This design comes from an exercise in tuning for small area and a short achievable clock period on the open sky130 flow, not from production work.
Function was checked by simulation only, so behaviour that the tests miss may differ from the original.
Power and IR drop assume default switching activity.

==> flow/design.v <==
package axi_txn_sig_pkg;
    localparam int SIG_W = 32;    
    localparam int SLOTS = 16;    
endpackage
module axi_txn_sig_capture (
    input  logic        aclk,
    input  logic        rst,
    input  logic        awvalid,
    input  logic        awready,
    input  logic        wvalid,
    input  logic        wready,
    input  logic        wlast,
    input  logic [63:0] wdata,
    input  logic        cmp,
    output logic        cmd_push,
    output logic        sig_push,
    output logic [31:0] fold,        
    output logic [31:0] acc_rot,     
    output logic [8:0]  beats_inc,   
    output logic        join_v,
    output logic        rec_valid,
    output logic        drop,
    output logic        empty_nx,
    output logic [15:0] wc_oh,
    output logic [15:0] ws_oh,
    output logic [7:0]  j_oh
);
    logic        aw_hs, w_hs, last_hs;
    logic [31:0] acc, acc_next;
    logic [8:0]  beats;
    assign aw_hs     = awvalid && awready;
    assign w_hs      = wvalid && wready;
    assign last_hs   = w_hs && wlast;
    assign fold      = wdata[31:0] ^ wdata[63:32];
    assign acc_rot   = {acc[30:0], acc[31]};
    assign acc_next  = acc_rot ^ fold;
    assign beats_inc = beats + 9'd1;
    logic [3:0] c_cnt, s_cnt, r_cnt, c_nx, s_nx, r_nx;
    logic       c_ne, c_full, s_ne, s_full, r_ne, r_full;
    logic       store, take;
    assign join_v    = c_ne && s_ne && !r_full;
    assign rec_valid = r_ne || join_v;
    assign cmd_push  = aw_hs && (!c_full || join_v);
    assign sig_push  = last_hs && (!s_full || join_v);
    assign drop      = (aw_hs && !cmd_push) || (last_hs && !sig_push);
    assign store     = join_v && (r_ne || !cmp);
    assign take      = cmp && r_ne;
    logic [3:0] c_keep, c_inc, s_keep, s_inc;
    assign c_keep = c_cnt - {3'd0, join_v};
    assign c_inc  = c_cnt + {3'd0, !join_v};
    assign s_keep = s_cnt - {3'd0, join_v};
    assign s_inc  = s_cnt + {3'd0, !join_v};
    assign c_nx   = cmd_push ? c_inc : c_keep;
    assign s_nx   = sig_push ? s_inc : s_keep;
    assign r_nx   = r_cnt + {3'd0, store} - {3'd0, take};
    logic c_ne_nx, c_full_nx, s_ne_nx, s_full_nx;
    assign c_ne_nx   = cmd_push || (c_keep != 4'd0);
    assign c_full_nx = cmd_push ? (c_inc == 4'd8) : (c_keep == 4'd8);
    assign s_ne_nx   = sig_push || (s_keep != 4'd0);
    assign s_full_nx = sig_push ? (s_inc == 4'd8) : (s_keep == 4'd8);
    assign empty_nx = !c_ne_nx && !s_ne_nx && (r_nx == 4'd0) &&
                      (w_hs ? (wlast || beats == 9'd511) : (beats == 9'd0));
    always_ff @(posedge aclk) begin
        if (rst) begin
            acc    <= '0;
            beats  <= '0;
            c_cnt  <= '0;
            s_cnt  <= '0;
            r_cnt  <= '0;
            c_ne   <= 1'b0;
            c_full <= 1'b0;
            s_ne   <= 1'b0;
            s_full <= 1'b0;
            r_ne   <= 1'b0;
            r_full <= 1'b0;
            wc_oh  <= 16'd1;
            ws_oh  <= 16'd1;
            j_oh   <= 8'd1;
        end else begin
            if (w_hs) begin
                acc   <= wlast ? '0 : acc_next;
                beats <= wlast ? '0 : beats_inc;
            end
            c_cnt  <= c_nx;
            s_cnt  <= s_nx;
            r_cnt  <= r_nx;
            c_ne   <= c_ne_nx;
            c_full <= c_full_nx;
            s_ne   <= s_ne_nx;
            s_full <= s_full_nx;
            r_ne   <= r_nx != 4'd0;
            r_full <= r_nx == 4'd8;
            if (cmd_push) wc_oh <= {wc_oh[14:0], wc_oh[15]};
            if (sig_push) ws_oh <= {ws_oh[14:0], ws_oh[15]};
            if (join_v)   j_oh  <= {j_oh[6:0], j_oh[7]};
        end
    end
endmodule
module axi_txn_sig_scoreboard (
    input  logic        aclk,
    input  logic        aresetn,
    input  logic        clr,
    input  logic        u_awvalid,
    input  logic        u_awready,
    input  logic [31:0] u_awaddr,
    input  logic [7:0]  u_awlen,
    input  logic        u_wvalid,
    input  logic        u_wready,
    input  logic        u_wlast,
    input  logic [63:0] u_wdata,
    input  logic        d_awvalid,
    input  logic        d_awready,
    input  logic [31:0] d_awaddr,
    input  logic [7:0]  d_awlen,
    input  logic        d_wvalid,
    input  logic        d_wready,
    input  logic        d_wlast,
    input  logic [63:0] d_wdata,
    output logic [15:0] pass_cnt,
    output logic [15:0] fail_cnt,
    output logic        mismatch,
    output logic [31:0] first_fail_addr,
    output logic        overflow,
    output logic        len_err,
    output logic        idle
);
    logic rst;
    assign rst = !aresetn || clr;
    logic        cmp;
    logic        u_cpush, u_spush, u_join, u_rv, u_drop, u_enx;
    logic        d_cpush, d_spush, d_join, d_rv, d_drop, d_enx;
    logic [31:0] u_fold, u_arot, d_fold, d_arot;
    logic [8:0]  u_binc, d_binc;
    logic [15:0] u_wc, u_ws, d_wc, d_ws;
    logic [7:0]  u_j8, d_j8;
    axi_txn_sig_capture u_cap (
        .aclk(aclk), .rst(rst),
        .awvalid(u_awvalid), .awready(u_awready),
        .wvalid(u_wvalid), .wready(u_wready), .wlast(u_wlast), .wdata(u_wdata),
        .cmp(cmp), .cmd_push(u_cpush), .sig_push(u_spush),
        .fold(u_fold), .acc_rot(u_arot), .beats_inc(u_binc),
        .join_v(u_join), .rec_valid(u_rv), .drop(u_drop), .empty_nx(u_enx),
        .wc_oh(u_wc), .ws_oh(u_ws), .j_oh(u_j8)
    );
    axi_txn_sig_capture d_cap (
        .aclk(aclk), .rst(rst),
        .awvalid(d_awvalid), .awready(d_awready),
        .wvalid(d_wvalid), .wready(d_wready), .wlast(d_wlast), .wdata(d_wdata),
        .cmp(cmp), .cmd_push(d_cpush), .sig_push(d_spush),
        .fold(d_fold), .acc_rot(d_arot), .beats_inc(d_binc),
        .join_v(d_join), .rec_valid(d_rv), .drop(d_drop), .empty_nx(d_enx),
        .wc_oh(d_wc), .ws_oh(d_ws), .j_oh(d_j8)
    );
    assign cmp = u_rv && d_rv;
    logic [15:0][31:0] a_mem;         
    logic [15:0][7:0]  l_mem;         
    logic [15:0]       ceq;           
    logic [15:0][31:0] s_mem;         
    logic [15:0][8:0]  b_mem;         
    logic [15:0]       seq;           
    logic [5:0] dc, ds, dc_p, dc_m, ds_p, ds_m, dc_nx, ds_nx;
    logic       c_ulag, c_dlag, s_ulag, s_dlag;
    logic       c_ulag_nx, c_dlag_nx, s_ulag_nx, s_dlag_nx;
    logic       c_up, c_dn, s_up, s_dn;
    assign dc_p = dc + 6'd1;
    assign dc_m = dc - 6'd1;
    assign ds_p = ds + 6'd1;
    assign ds_m = ds - 6'd1;
    assign c_up = u_cpush && !d_cpush;
    assign c_dn = d_cpush && !u_cpush;
    assign s_up = u_spush && !d_spush;
    assign s_dn = d_spush && !u_spush;
    assign dc_nx = c_up ? dc_p : (c_dn ? dc_m : dc);
    assign ds_nx = s_up ? ds_p : (s_dn ? ds_m : ds);
    assign c_ulag_nx = c_up ? dc_p[5] : (c_dn ? dc_m[5] : c_ulag);
    assign c_dlag_nx = c_up ? (!dc_p[5] && dc_p != 6'd0) : (c_dn ? (!dc_m[5] && dc_m != 6'd0) : c_dlag);
    assign s_ulag_nx = s_up ? ds_p[5] : (s_dn ? ds_m[5] : s_ulag);
    assign s_dlag_nx = s_up ? (!ds_p[5] && ds_p != 6'd0) : (s_dn ? (!ds_m[5] && ds_m != 6'd0) : s_dlag);
    logic [15:0] lc_oh, ls_oh;
    logic [31:0] a_l, s_l;
    logic [7:0]  l_l;
    logic [8:0]  b_l;
    logic lc_adv, ls_adv;
    assign lc_adv = c_ulag ? u_cpush : (c_dlag ? d_cpush : (u_cpush && d_cpush));
    assign ls_adv = s_ulag ? u_spush : (s_dlag ? d_spush : (u_spush && d_spush));
    always_comb begin
        a_l = '0;
        l_l = '0;
        s_l = '0;
        b_l = '0;
        for (int k = 0; k < 16; k++) begin
            a_l = a_l | (a_mem[k] & {32{lc_oh[k]}});
            l_l = l_l | (l_mem[k] & {8{lc_oh[k]}});
            s_l = s_l | (s_mem[k] & {32{ls_oh[k]}});
            b_l = b_l | (b_mem[k] & {9{ls_oh[k]}});
        end
    end
    logic c_eq_u, c_eq_d, c_eq_b, s_eq_u, s_eq_d, s_eq_b;
    assign c_eq_u = (u_awaddr == a_l) && (u_awlen == l_l);
    assign c_eq_d = (d_awaddr == a_l) && (d_awlen == l_l);
    assign c_eq_b = (u_awaddr == d_awaddr) && (u_awlen == d_awlen);
    assign s_eq_u = (u_fold == (u_arot ^ s_l)) && (u_binc == b_l);
    assign s_eq_d = (d_fold == (d_arot ^ s_l)) && (d_binc == b_l);
    assign s_eq_b = ((u_fold ^ d_fold) == (u_arot ^ d_arot)) && (u_binc == d_binc);
    logic [31:0] a_wd, s_wd;
    logic [7:0]  l_wd;
    logic [8:0]  b_wd;
    logic        ceq_d, seq_d;
    assign a_wd  = (u_cpush && !c_ulag) ? u_awaddr : d_awaddr;
    assign l_wd  = (u_cpush && !c_ulag) ? u_awlen : d_awlen;
    assign s_wd  = (u_spush && !s_ulag) ? (u_arot ^ u_fold) : (d_arot ^ d_fold);
    assign b_wd  = (u_spush && !s_ulag) ? u_binc : d_binc;
    assign ceq_d = c_ulag ? c_eq_u : (c_dlag ? c_eq_d : c_eq_b);
    assign seq_d = s_ulag ? s_eq_u : (s_dlag ? s_eq_d : s_eq_b);
    always_ff @(posedge aclk) begin
        for (int k = 0; k < 16; k++) begin
            if ((u_cpush && u_wc[k] && !c_ulag) || (d_cpush && d_wc[k] && !c_dlag)) begin
                a_mem[k] <= a_wd;
                l_mem[k] <= l_wd;
            end
            if ((u_cpush && u_wc[k] && !c_dlag) || (d_cpush && d_wc[k] && !c_ulag)) ceq[k] <= ceq_d;
            if ((u_spush && u_ws[k] && !s_ulag) || (d_spush && d_ws[k] && !s_dlag)) begin
                s_mem[k] <= s_wd;
                b_mem[k] <= b_wd;
            end
            if ((u_spush && u_ws[k] && !s_dlag) || (d_spush && d_ws[k] && !s_ulag)) seq[k] <= seq_d;
        end
    end
    logic [7:0][8:0] lu_q, ld_q, bu_q, bd_q;
    logic [7:0]      u_wc8, u_ws8, d_wc8, d_ws8;
    logic [8:0]      lu_j, ld_j, bu_j, bd_j;
    assign u_wc8 = u_wc[7:0] | u_wc[15:8];
    assign u_ws8 = u_ws[7:0] | u_ws[15:8];
    assign d_wc8 = d_wc[7:0] | d_wc[15:8];
    assign d_ws8 = d_ws[7:0] | d_ws[15:8];
    always_ff @(posedge aclk) begin
        for (int k = 0; k < 8; k++) begin
            if (u_cpush && u_wc8[k]) lu_q[k] <= {1'b0, u_awlen} + 9'd1;
            if (d_cpush && d_wc8[k]) ld_q[k] <= {1'b0, d_awlen} + 9'd1;
            if (u_spush && u_ws8[k]) bu_q[k] <= u_binc;
            if (d_spush && d_ws8[k]) bd_q[k] <= d_binc;
        end
    end
    always_comb begin
        lu_j = '0;
        ld_j = '0;
        bu_j = '0;
        bd_j = '0;
        for (int k = 0; k < 8; k++) begin
            lu_j = lu_j | (lu_q[k] & {9{u_j8[k]}});
            bu_j = bu_j | (bu_q[k] & {9{u_j8[k]}});
            ld_j = ld_j | (ld_q[k] & {9{d_j8[k]}});
            bd_j = bd_j | (bd_q[k] & {9{d_j8[k]}});
        end
    end
    logic u_bad, d_bad;
    assign u_bad = u_join && (bu_j != lu_j);
    assign d_bad = d_join && (bd_j != ld_j);
    logic [15:0] k_oh, cand_oh;
    logic [31:0] a_k, cand;
    logic        cand_v, cand_hit, eq;
    always_comb begin
        a_k = '0;
        for (int k = 0; k < 16; k++) a_k = a_k | (a_mem[k] & {32{k_oh[k]}});
    end
    assign eq       = |(ceq & seq & k_oh);
    assign cand_hit = cand_v && |(cand_oh & k_oh);
    always_ff @(posedge aclk) begin
        if (rst) begin
            k_oh     <= 16'd1;
            lc_oh    <= 16'd1;
            ls_oh    <= 16'd1;
            dc       <= '0;
            ds       <= '0;
            c_ulag   <= 1'b0;
            c_dlag   <= 1'b0;
            s_ulag   <= 1'b0;
            s_dlag   <= 1'b0;
            cand_v   <= 1'b0;
            overflow <= 1'b0;
            len_err  <= 1'b0;
            idle     <= 1'b1;
        end else begin
            if (cmp)    k_oh  <= {k_oh[14:0], k_oh[15]};
            if (lc_adv) lc_oh <= {lc_oh[14:0], lc_oh[15]};
            if (ls_adv) ls_oh <= {ls_oh[14:0], ls_oh[15]};
            dc     <= dc_nx;
            ds     <= ds_nx;
            c_ulag <= c_ulag_nx;
            c_dlag <= c_dlag_nx;
            s_ulag <= s_ulag_nx;
            s_dlag <= s_dlag_nx;
            if (u_cpush && c_ulag && !c_eq_u && !cand_v) cand_v <= 1'b1;
            else if (cmp && cand_hit)                    cand_v <= 1'b0;
            if (u_drop || d_drop) overflow <= 1'b1;
            if (u_bad || d_bad)   len_err  <= 1'b1;
            idle <= u_enx && d_enx;
        end
    end
    always_ff @(posedge aclk) begin
        if (u_cpush && c_ulag && !cand_v) begin
            cand    <= u_awaddr;
            cand_oh <= u_wc;
        end
    end
    always_ff @(posedge aclk) begin
        if (rst) begin
            pass_cnt        <= '0;
            fail_cnt        <= '0;
            mismatch        <= 1'b0;
            first_fail_addr <= '0;
        end else if (cmp) begin
            if (eq) begin
                if (pass_cnt != 16'hFFFF) pass_cnt <= pass_cnt + 16'd1;
            end else begin
                if (fail_cnt != 16'hFFFF) fail_cnt <= fail_cnt + 16'd1;
                mismatch <= 1'b1;
                if (!mismatch) first_fail_addr <= cand_hit ? cand : a_k;
            end
        end
    end
endmodule
==> flow/flow/run.sh <==
#!/bin/bash
# Layout flow: the standard flow (standard.sh) with its synthesis unchanged.
# Two changes to how the layout is made: the port buffers that global placement
# inserts are buf_4 cells, and timing repair may pick any drive strength of a
# cell (not only cells of the same footprint).
set -euo pipefail
bash standard.sh synth > synth.log 2>&1
bash standard.sh MATCH_CELL_FOOTPRINT=0 "BUFFER_PORTS_ARGS=-buffer_cell sky130_fd_sc_hd__buf_4" finish > layout.log 2>&1
==> flow/standard.sh <==
#!/bin/bash
# synth_recipe.tcl (not shown) runs the flow's synth.tcl, then flattens the netlist and writes it again
# the make line also repeats each setting of config.mk as NAME=value (left out here)
make -C /OpenROAD-flow-scripts/flow DESIGN_CONFIG=/design/flow/config.mk WORK_HOME=/design/flow/orfs CLKGATE_MAP_FILE= SYNTH_SCRIPT=/design/flow/synth_recipe.tcl "${@:-finish}"
==> flow/config.mk <==
export PLATFORM = sky130hd
export DESIGN_NAME = axi_txn_sig_scoreboard
export DESIGN_NICKNAME = axi_txn_sig_scoreboard
export VERILOG_FILES = /design/flow/design.v
export SDC_FILE = /design/flow/constraint.sdc
export NUM_CORES = 4
export LEC_CHECK = 0
export CAP_MARGIN = 20
export CORE_MARGIN = 2
export CORE_UTILIZATION = 50
export CTS_CLUSTER_DIAMETER = 80
export CTS_CLUSTER_SIZE = 30
export SETUP_SLACK_MARGIN = 3.3
export SLEW_MARGIN = 20
==> flow/constraint.sdc <==
create_clock -name core_clock -period 6.0 [get_ports {aclk}]
set_input_delay 1.2000 -clock core_clock [delete_from_list [all_inputs] [get_ports {aclk}]]
set_output_delay 1.2000 -clock core_clock [all_outputs]
set_load 0.01 [all_outputs]
==> results.toml, run 1 <==
[sta]
maxSlewHeadroom = 0.2702
finalSetupTns_ns = 0
fin_hold_ws_ns = 0.4886
period_share = 0.5242
finalHoldViolCount = 0
worstMarginPinSlew_ns = 1.091
rsz0062_at_grt = "true"
finalClockSkew_ns = 0.05317
min_period_ns = 3.145
setup_violations = 0
fmax_ghz = 0.3179
finalMaxSlewViolations = 0
worst_slack_ns = 2.855

[power]
powerDensity_mw_per_mm2 = 273.1
leakage_nw = 30.98
irDropWorstVdd_mv = 0.2554

[global_route]
antenna_found_initial = 4
grt_max_degree = 150
track_usage = 0.3579
grt_remaining_overflow = 0
grt_first_pass_wirelength_mm = 414.1
grt_pass1_vias = 53690

[synthesis]
syn-num-nets = 5920
synth_top_family_by_area = "compound AO/OA/AOI/OAI gates"
synth_compound_area_frac = 0.1406
synth_xor_area_frac = 0.05016
synth_simple_gate_area_share = 0.06826
ys.flop_type = "edfxtp_1"
seq_area_frac_synth = 0.6980
netlist_instances = 5653
syn_avg_cell_area_um2 = 14.33
synth_cell_type_count = 56
synth_seq_cells = 1993
synthArstFlopShare = 0
synth_area_mm2 = 0.08102
synth_area_leaders = "edfxtp_1, dfxtp_1, a22o_1"
yosysTopAreaCellShare = 0.6167
synthAdderAreaFrac = 0.007289
synth_mux_area_frac = 0.01370
synth-edff-count = 1664
yosysTopAreaCell = "edfxtp_1"
yosys_warnings = 2

[layout]
area_growth_pct = 17.65
layout_commonest_cell = "edfxtp_1"
final_nets = 6284
final_cell_mix = "edfxtp_1, buf_4, a22oi_1"
drive_gt1_frac = 0.2204
final_cell_area_mm2 = 0.09532

[placed_design]
placed_area_mm2 = 0.08637
port_buffers = 288
pre_cts_slack_ns = 1.668
gp_congestion = 0.9374
dp_hpwl_mm = 156.6

[clock_network]
path_clk_slew_ns = 0.11
clock-sinks = 1993
h-tree-depth = 3
cts_buffer_depth = 3
worstSkewPairLatency_ns = 0.80
root_buffer = "clkbuf_16"
cts_tree = "yes"
cts_buffers = 104
hold_buffers = 0

[worst_hold_path]
whs_path_depth = 2
hold_start = "overflow$_SDFFE_PP0P_"
hp-class = "reg2reg"

[floorplanning]
die_w_um = 406.5
die_area_mm2 = 0.1653
fp.dieH_um = 406.5
row_count = 147
io_pins = 289
start_util = 0.5040
coreArea_mm2 = 0.1608

[route]
wl_mm = 303.1
first_iter_violations = 8063
drtPass1Iterations = 9
post-route-drc-count = 0
antenna_left = 0
avgRoutedWirePerCell_um = 36.64
vias = 56820
drt-vias-per-instance = 6.870

[critical_path]
cp_max_fo = 8
worst-r2r-cell-count = 10
arrival_ns = 3.76
cp-start-kind = "flip-flop"
crit_start = "lc_oh[15]$_SDFFE_PP0P_"
crit_required_ns = 6.62
crit_path_end_kind = "flip-flop"
critPathKind = "reg2reg"
reg2reg_from = "lc_oh[15]$_SDFFE_PP0P_"

[job]
max_cap_viol_count = 0

[status]
status = "no timing/DRC/antenna violations"
where the power goes:
group          switching (mW)  internal (mW)  leakage, nW  total [mW]
registers              0.0515           15.1         17.8        15.2
clock network            5.17           3.75         1.86        8.92
logic                    1.23          0.683         11.3        1.91
total                    6.45           19.6         31.0        26.0
per-layer routing:
layer,GRT usage,vias to the layer above,wire [um]
met4,0.2416,4,25630
li1,-,23210,-
met5,0.001487,-,27
met3,0.08175,1175,35060
met1,0.4539,28250,107200
met2,0.5499,4182,135100
sequential cells by signal (all words and copies together), names as in the netlist, 32 cells and up:
register	flops
bd_q	72
a_mem	512
bu_q	72
l_mem	128
ld_q	72
first_fail_addr	32
b_mem	144
d_cap.acc	32
s_mem	512
lu_q	72
u_cap.acc	32
cand	32
worst paths after layout:
path / to / slack (ns)
setup reg to reg: ceq[2]$_DFFE_PP_ / 2.85
hold / removal: overflow$_SDFFE_PP0P_ / 0.49
setup / recovery: ceq[2]$_DFFE_PP_ / 2.85
hold reg to reg: overflow$_SDFFE_PP0P_ / 0.49
stage by stage:
stage	cells	total power [mW]	utilization
3_3_place_gp	7815	17.17	0.5372
5_1_grt	8266	26.59	0.5929
4_1_cts	8227	25.96	0.5858
2_1_floorplan	5653	16.49	-
6_report	8271	26.03	0.5930
3_5_place_dp	7816	17.19	0.5373
final cells by class:
class	count	area, um2
multi-input combinational	3268	25840
antenna	5	12.51
timing repair buffer	596	5893
inverter	54	251.5
tap	2160	2703
fill	12490	65430
sequential	1993	56760
clock inverter	83	1155
clock buffer	112	2706
worst max-delay path, stage by stage, from the launching register on:
cell and delay [ns]:
dfxtp_4 0.45, buf_12 0.18, a22o_1 0.20, a221oi_1 0.23, and4_2 0.33, xor2_1 0.16, nand4_1 0.27, or4_4 0.53
o31ai_4 0.22, buf_12 0.17, mux2_4 0.22
cell usage after synthesis (3+ instances only):
library cell  count
nor3_2            3
xnor2_1         344
buf_4             8
a22oi_1         447
nand3_1         103
a22o_1          403
a31oi_1          11
nor4_1           38
nand3b_1          7
and4_1           77
xor2_1          120
nor4b_1           3
a221oi_2          4
nor2b_1           7
mux2_2           46
and3_1           15
buf_2            59
clkbuf_1        273
a21oi_1         156
buf_1            34
mux2i_1          58
a41oi_1           5
nor2_1          397
o21ai_0          37
or3_1            14
a211oi_1         37
inv_1            53
nand4_1         115
o22ai_1           4
o31ai_1           3
nand2b_1          7
and2_1            7
ha_1             44
dfxtp_1         329
a221oi_1        336
edfxtp_1       1664
nor3_1           48
nand2_1         303
or4_1             5
buf_6             6
nor3b_1           5
what timing repair did:
action | in CTS | in global routing
endpoints found under the hold margin | 0 | 0
setup buffers | 176 | 30
cloned | 40 | 9
gates resized for setup | 375 | 159
endpoints found under the setup margin | 2964 | 1311
pin swaps | 96 | 73
logic make-up (layout without fill, tap and decap cells):
logic type               Yosys count  in the layout
XOR/XNOR                         464            464
flip-flops                      1993           1993
adder cells (fa/ha/maj)           46             46
other                              0              5
buffers and inverters            434            845
AO/OA/AOI/OAI                   1454           1487
AND/OR/NAND/NOR                 1157           1165
multiplexers                     105            106
==> inputs of run 2 (changes only) <==
--- a/flow/config.mk
+++ b/flow/config.mk
@@ -8,7 +8,7 @@
 export CAP_MARGIN = 20
 export CORE_MARGIN = 2
 export CORE_UTILIZATION = 50
-export CTS_CLUSTER_DIAMETER = 80
-export CTS_CLUSTER_SIZE = 30
+export CTS_CLUSTER_DIAMETER = 60
+export CTS_CLUSTER_SIZE = 24
 export SETUP_SLACK_MARGIN = 3.3
 export SLEW_MARGIN = 20
==> run 2 against run 1 <==
  * Still clean on timing, DRC and antenna
  * Routed wire length is 9.6% higher
  * Register-to-register slack worse by 0.02 ns
  * Sequential share of layout area is 2.3 points lower
  * Largest cell class unchanged
==> results.toml, run 2 <==
[critical_path]
r2r-end = "ceq[1]$_DFFE_PP_"
reg2reg_slack_ns = 2.83
worst-r2r-cell-count = 11
reg2reg_from = "lc_oh[3]$_SDFFE_PP0P_"
crit_start = "lc_oh[3]$_SDFFE_PP0P_"
crit_path_end_kind = "flip-flop"
critPathSlowestCell = "nor4_2"
cp-endpoint = "ceq[1]$_DFFE_PP_"
arrival_ns = 3.81
critPathKind = "reg2reg"
cp-start-kind = "flip-flop"
crit_required_ns = 6.65
worstPathCellList = "buf_4, clkbuf_16, a22o_1, a221oi_1, and4_4, xnor2_1, nor4_2, nand4_1, o31ai_4, buf_12, mux2_4"
cp_max_fo = 9
slowest_delay_ns = 0.40

[sta]
worstMarginPinSlew_ns = 1.357
maxSlewHeadroom = 0.09420
finalSetupTns_ns = 0
min_period_ns = 3.166
fmax_ghz = 0.3159
period_share = 0.5276
fin_hold_ws_ns = 0.4853
finalClockSkew_ns = 0.04239
finalMaxSlewViolations = 0
setup_violations = 0
finalHoldViolCount = 0
rsz0062_at_grt = "true"

[clock_network]
cts_tree = "yes"
h-tree-depth = 4
cts_buffer_depth = 3
path_clk_slew_ns = 0.08
clock-sinks = 1993
hold_buffers = 0
root_buffer = "clkbuf_16"
cts_buffers = 138
worstSkewPairLatency_ns = 0.83

[synthesis]
syn_avg_cell_area_um2 = 14.33
synthArstFlopShare = 0
synth_area_mm2 = 0.08102
synth_area_leaders = "edfxtp_1, dfxtp_1, a22o_1"
synth_seq_cells = 1993
yosysTopAreaCell = "edfxtp_1"
yosysTopAreaCellShare = 0.6167
yosys_warnings = 2
synth_cell_type_count = 56
synth-edff-count = 1664
syn-num-nets = 5920
synth_common_cells = "edfxtp_1, a22oi_1, a22o_1"
seq_area_frac_synth = 0.6980
yosysMostFrequentCell = "edfxtp_1"
netlist_instances = 5653
ys.flop_type = "edfxtp_1"

[job]
max_cap_viol_count = 0

[global_route]
track_usage = 0.3902
grt_pass1_vias = 55420
grt_remaining_overflow = 0
antenna_found_initial = 17
grt_first_pass_wirelength_mm = 444.0
grt_max_degree = 150

[placed_design]
placedCellCount = 7816
dp_hpwl_mm = 156.6
gp_congestion = 0.9374
port_buffers = 288

[floorplanning]
die_area_mm2 = 0.1653
row_count = 147
start_util = 0.5040
coreArea_mm2 = 0.1608
die_w_um = 406.5
fp.dieH_um = 406.5
io_pins = 289

[layout]
final_nets = 6471
final_cell_mix = "edfxtp_1, buf_4, a22oi_1"
stdcell_count = 8493
area_growth_pct = 22.26
layout_commonest_cell = "edfxtp_1"
fillers = 12010
drive_gt1_frac = 0.2440
reg_top3 = "a_mem: 512 flops, s_mem: 512 flops, b_mem: 144 flops"

[route]
vias = 60650
drt-vias-per-instance = 7.141
drtPass1Iterations = 12
post-route-drc-count = 0
wl_mm = 332.2
first_iter_violations = 10250
antenna_left = 0
avgRoutedWirePerCell_um = 39.11

[status]
status = "no timing/DRC/antenna violations"

[worst_hold_path]
hp-class = "reg2reg"

[power]
powerDensity_mw_per_mm2 = 279.2
irDropWorstVdd_mv = 0.3061
total_power_mw = 27.65
leakage_nw = 32.83
-- run 2: metrics by stage --
step	util	cell area, um2	setup WS, ns
finish	0.6162	99060	2.834
detailed placement	0.5373	86370	1.668
global placement	0.5372	86350	1.754
floorplan	-	82230	2.995
CTS	0.6006	96550	3.005
global route	0.6160	99020	2.813
-- run 2: worst min-delay path by stage --
stage                           startpoint                           to  slack, ns  depth (start not counted)
3_3_place_gp         mismatch$_SDFFE_PP0P_        mismatch$_SDFFE_PP0P_       0.45                          2
6_report             overflow$_SDFFE_PP0P_        overflow$_SDFFE_PP0P_       0.49                          2
5_1_grt              overflow$_SDFFE_PP0P_        overflow$_SDFFE_PP0P_       0.52                          2
4_1_cts              overflow$_SDFFE_PP0P_        overflow$_SDFFE_PP0P_       0.49                          2
2_1_floorplan  d_cap.beats[8]$_SDFFE_PP0P_  d_cap.beats[8]$_SDFFE_PP0P_       0.45                          2
3_5_place_dp         mismatch$_SDFFE_PP0P_        mismatch$_SDFFE_PP0P_       0.46                          2
-- run 2: cells by family (layout without fill, tap and decap cells) --
| logic type | count (synthesis) | after routing | share of synthesized area |
|---|---|---|---|
| adders and majority gates | 46 | 46 | 0.007289 |
| and+or+nand+nor | 1157 | 1164 | 0.06826 |
| other | 0 | 18 | 0 |
| muxes | 105 | 112 | 0.01370 |
| AOI/OAI and AO/OA | 1454 | 1520 | 0.1406 |
| xor gates and xnor gates | 464 | 464 | 0.05016 |
| DFF | 1993 | 1993 | 0.6980 |
| buffers and inverters | 434 | 1016 | 0.02194 |
-- run 2: critical path: cells and delay by family, from the launching register on --
family	cells	cell delay (ns)
DFF	1	0.37
xor gates and xnor gates	1	0.10
and+or+nand+nor	3	0.93
AOI/OAI and AO/OA	3	0.73
muxes	1	0.23
buffers and inverters	3	0.62
-- run 2: what timing repair did --
action	CTS	global route
gates resized for setup	429	152
setup endpoints to repair	2959	1919
gates cloned	83	10
buffers inserted	199	116
pin swaps	107	69
-- run 2: layout make-up --
type / count / area (um2) / share of cell area
Clock buffer: 156 / 3734 / 0.03769
Tap cell: 2160 / 2703 / 0.02728
Timing Repair Buffer: 711 / 7903 / 0.07978
Inverter: 54 / 247.7 / 0.002501
Sequential cell: 1993 / 56750 / 0.5729
Multi-Input combinational cell: 3306 / 26560 / 0.2681
Clock inverter: 95 / 1124 / 0.01134
Antenna cell: 18 / 45.04 / 0.0004547
-- run 2: where the power goes --
part | internal (mW) | total, mW | switching, mW
Clock | 5.02 | 10.4 | 5.38
Combinational | 0.730 | 2.05 | 1.32
Sequential | 15.1 | 15.2 | 0.0573
Total | 20.9 | 27.7 | 6.76
-- run 2: metal layers --
metal / track usage / vias to the layer above / part of all wire
met2: 0.5726 / 5240 / 0.43
met3: 0.1507 / 1703 / 0.14
met1: 0.4755 / 29930 / 0.33
li1: - / 23760 / -
met4: 0.2641 / 18 / 0.093
met5: 0.01725 / - / 0.00055

==> separate check: timing with driven ports <==
The flow's constraints put no driver on any port. The routed layouts listed below were extracted and timed again, unchanged, in two steps. Step 1 (the two cells are an assumption about what drives the block):
set clk [get_ports {aclk}]
set_driving_cell -lib_cell sky130_fd_sc_hd__clkbuf_16 $clk
set_driving_cell -lib_cell sky130_fd_sc_hd__buf_2 [delete_from_list [all_inputs] $clk]
Step 2 also shifts input and output timing later by t, the mid clock arrival at the registers, as if the neighbouring blocks saw the same clock. Slacks: ideal / step 1 / step 2; pairs: ideal / step 1.
run	shift t [ns]	slack for setup (ns)	worst setup path after step 2	clock arrival spread, ns
run 1	0.869	2.855 / 2.855 / 2.188	input to register	0.068 / 0.068
run 2	0.900	2.834 / 2.834 / 2.234	input to register	0.047 / 0.046
After both steps setup and hold are still met in every run listed. The setup slack of run 1, which loses most, moves by 0.000 ns with the drivers and by -0.667 ns with both steps.
